This is an optimization exercise on Yosys and OpenROAD, whose aim is small area, not a production implementation.
The RTL was checked by simulation tests, not by an equivalence proof against the original design.
Power and IR drop assume default switching activity.

== run 5 ==
// core_frontend_top
module core_frontend_top #(
  parameter core_pkg::xlen_t RESET_PC = 32'hFFFF_FF00
) (
  input  logic                clock_in,
  input  logic                arst_n,
  input  logic                halt_in,
  input  core_pkg::xlen_t     ins_data,
  input  logic                wb_enable,
  input  core_pkg::reg_addr_t wb_addr,
  input  core_pkg::xlen_t     wb_data,
  output core_pkg::xlen_t     ins_mem_addr,
  output logic                issue_valid,
  output core_pkg::unit_sel_t unit_sel,
  output core_pkg::uop_t      uop,
  output core_pkg::xlen_t     operand_a,
  output core_pkg::xlen_t     operand_b,
  output core_pkg::xlen_t     imm_value,
  output core_pkg::xlen_t     issue_pc,
  output core_pkg::reg_addr_t rd_addr,
  output logic                invalid_ins
);
  logic            if_valid;
  core_pkg::xlen_t if_instr;
  core_pkg::xlen_t is_instr;
  core_pkg::xlen_t pc_issue;
  logic            rs1_en_d;
  logic            rs2_en_d;
  logic            rs2_en;
  logic            a_from_pc;
  fetch_unit #(
    .RESET_PC (RESET_PC)
  ) u_fetch (
    .clock_in     (clock_in),
    .arst_n       (arst_n),
    .halt_in      (halt_in),
    .ins_data     (ins_data),
  ...
Settings: LEC_CHECK=0, CAP_MARGIN=20, CORE_MARGIN=2, CORE_UTILIZATION=45, CTS_BUF_LIST=sky130_fd_sc_hd__clkbuf_8, CTS_CLUSTER_DIAMETER=60, CTS_CLUSTER_SIZE=15, PLACE_DENSITY=0.55, SETUP_SLACK_MARGIN=0.15, SLEW_MARGIN=20, SYNTH_HIERARCHICAL=1, SYNTH_MINIMUM_KEEP_SIZE=0; clock period 5.0 ns.
standard.sh (not shown) runs the stock make flow with config.mk's settings and CLKGATE_MAP_FILE= SYNTH_SCRIPT=/design/flow/synth_recipe.tcl, a recipe that flattens the netlist after the stock synthesis.
==> flow/flow/run.sh <==
#!/bin/bash
# Standard layout, with plain buf_1 cells as the port buffers (the standard flow picks a delay
# cell); every step's output goes to standard_flow.log and ORFS's own logs.
set -o pipefail
export BUFFER_PORTS_ARGS="-buffer_cell sky130_fd_sc_hd__buf_1"
bash standard.sh > standard_flow.log 2>&1
Looking at the reports, run 5 completed the entire flow and the layout it produced met the timing, DRC and antenna checks.
Inputs modified between run 5 and run 2:
-- flow/design.v --
<<< run 5, line 99
  input  logic                clock_in,
  input  logic                arst_n,
  input  core_pkg::reg_addr_t rs1_addr_d,
  input  logic                rs1_en_d,
  input  core_pkg::reg_addr_t rs2_addr_d,
  input  logic                rs2_en_d,
  input  logic                wb_enable,
  input  core_pkg::reg_addr_t wb_addr,
>>> run 2, line 99
  input  logic                clock_in,
  input  logic                arst_n,
  input  core_pkg::reg_addr_t rs1_addr,
  input  logic                rs1_en,
  input  core_pkg::reg_addr_t rs2_addr,
  input  logic                rs2_en,
  input  logic                wb_enable,
  input  core_pkg::reg_addr_t wb_addr,
<<< run 5, line 118
  logic [31:1]     sel1;
  logic [31:1]     sel2;
  logic [7:0]      rs1_hi;
  logic [3:0]      rs1_lo;
  logic [7:0]      rs2_hi;
  logic [3:0]      rs2_lo;
  always_ff @(posedge clock_in) begin
    for (int k = 0; k < 8; k++) begin
      rs1_hi[k] <= rs1_en_d && (rs1_addr_d[4:2] == k[2:0]);
      rs2_hi[k] <= rs2_en_d && (rs2_addr_d[4:2] == k[2:0]);
    end
    for (int k = 0; k < 4; k++) begin
      rs1_lo[k] <= (rs1_addr_d[1:0] == k[1:0]);
      rs2_lo[k] <= (rs2_addr_d[1:0] == k[1:0]);
    end
  end
  always_comb begin
    for (int r = 1; r < 32; r++) begin
      we[r]   = wb_enable && (wb_addr == r[4:0]);
      sel1[r] = rs1_hi[r/4] && rs1_lo[r%4] && written[r];
      sel2[r] = rs2_hi[r/4] && rs2_lo[r%4] && written[r];
    end
  end
>>> run 2, line 118
  logic [31:1]     sel1;
  logic [31:1]     sel2;
  always_comb begin
    for (int r = 1; r < 32; r++) begin
      we[r]   = wb_enable && (wb_addr == r[4:0]);
      sel1[r] = rs1_en && written[r] && (rs1_addr == r[4:0]);
      sel2[r] = rs2_en && written[r] && (rs2_addr == r[4:0]);
    end
  end
<<< run 5, line 205
  input  core_pkg::xlen_t       pc_issue,
  output core_pkg::xlen_t       is_instr,
  output logic                  rs1_en_d,
  output logic                  rs2_en_d,
  output logic                  rs2_en,
  output logic                  issue_valid,
>>> run 2, line 191
  input  core_pkg::xlen_t       pc_issue,
  output core_pkg::xlen_t       is_instr,
  output logic                  rs1_en,
  output logic                  rs2_en,
  output logic                  issue_valid,
<<< run 5, line 235
    end
  end
  assign rs1_en_d = (if_instr[6:0] != core_pkg::OPC_LUI) && (if_instr[6:0] != core_pkg::OPC_AUIPC) &&
                    (if_instr[6:0] != core_pkg::OPC_JAL);
  assign rs2_en_d = (if_instr[6:0] == core_pkg::OPC_OP) || (if_instr[6:0] == core_pkg::OPC_BRANCH) ||
                    (if_instr[6:0] == core_pkg::OPC_STORE);
  always_ff @(posedge clock_in) begin
    is_instr <= if_instr;
    rs2_en   <= rs2_en_d;
  end
  assign opcode  = is_instr[6:0];
>>> run 2, line 220
    end
  end
  always_ff @(posedge clock_in) begin
    is_instr <= if_instr;
    rs1_en   <= (if_instr[6:0] != core_pkg::OPC_LUI) && (if_instr[6:0] != core_pkg::OPC_AUIPC) &&
                (if_instr[6:0] != core_pkg::OPC_JAL);
    rs2_en   <= (if_instr[6:0] == core_pkg::OPC_OP) || (if_instr[6:0] == core_pkg::OPC_BRANCH) ||
                (if_instr[6:0] == core_pkg::OPC_STORE);
  end
  assign opcode  = is_instr[6:0];
<<< run 5, line 341
  core_pkg::xlen_t is_instr;
  core_pkg::xlen_t pc_issue;
  logic            rs1_en_d;
  logic            rs2_en_d;
  logic            rs2_en;
  logic            a_from_pc;
>>> run 2, line 325
  core_pkg::xlen_t is_instr;
  core_pkg::xlen_t pc_issue;
  logic            rs1_en;
  logic            rs2_en;
  logic            a_from_pc;
<<< run 5, line 360
    .clock_in  (clock_in),
    .arst_n    (arst_n),
    .rs1_addr_d  (if_instr[19:15]),
    .rs1_en_d    (rs1_en_d),
    .rs2_addr_d  (if_instr[24:20]),
    .rs2_en_d    (rs2_en_d),
    .wb_enable (wb_enable),
    .wb_addr   (wb_addr),
>>> run 2, line 343
    .clock_in  (clock_in),
    .arst_n    (arst_n),
    .rs1_addr  (is_instr[19:15]),
    .rs1_en    (rs1_en),
    .rs2_addr  (is_instr[24:20]),
    .rs2_en    (rs2_en),
    .wb_enable (wb_enable),
    .wb_addr   (wb_addr),
<<< run 5, line 381
    .pc_issue    (pc_issue),
    .is_instr    (is_instr),
    .rs1_en_d    (rs1_en_d),
    .rs2_en_d    (rs2_en_d),
    .rs2_en      (rs2_en),
    .issue_valid (issue_valid),
>>> run 2, line 364
    .pc_issue    (pc_issue),
    .is_instr    (is_instr),
    .rs1_en      (rs1_en),
    .rs2_en      (rs2_en),
    .issue_valid (issue_valid),
[summary]
Changes observed in run 2 relative to run 5: per-cell via count in the routed design comparable, number of buffers created by CTS now larger, share of power burned in the clock network now larger, total length of routed met2 wires now larger. On post-layout minimum cycle time, the lower figure sits with run 5, not run 2. Run 2 reports a higher combinational fraction of design power than run 5 does. There was hardly any difference in clock slew seen by the registers of the worst setup and hold paths between run 5 and run 2. Between run 2 and run 5, the post-layout instance area does not differ in any meaningful way. On number of sequential cells: run 2 sits below run 5. Looking only at half-perimeter wire length after placement, and setting everything else aside, the lower value of run 5 and run 2 goes to run 2. Maximum frequency in run 2 vs run 5: down 3.6%. Diff run 5..run 2 | wire length of the first global-routing pass | negligible. Side by side, cell count turned out lower in run 2 than in run 5. Summary: with run 5 as the reference, DRC violation total after the first TritonRoute iteration in run 2 moved up slightly.

-- port drivers added, routing unchanged --
No port has a modelled driver above. Below, the same layouts with a new extraction and two added sets of constraints. Step 1 assumes that a clkbuf_16 drives the clock port and a buf_2 every other input. Step 2 also shifts input and output timing later by t, the mid clock arrival at the registers, as if the neighbouring blocks saw the same clock. Three values: ideal ports, drivers, drivers and shift; two values: the first two.
| run | t, ns | slack for setup (ns) | worst register clock-pin slew, ns | cell pins on the clock port's net |
|---|---|---|---|---|
| run 5 | 0.853 | 0.296 / 0.224 / 1.078 | 0.10 / 0.10 | 1 |
| run 2 | 0.871 | 0.119 / 0.044 / 0.916 | 0.10 / 0.10 | 1 |
After both steps setup and hold are still met in every run listed.
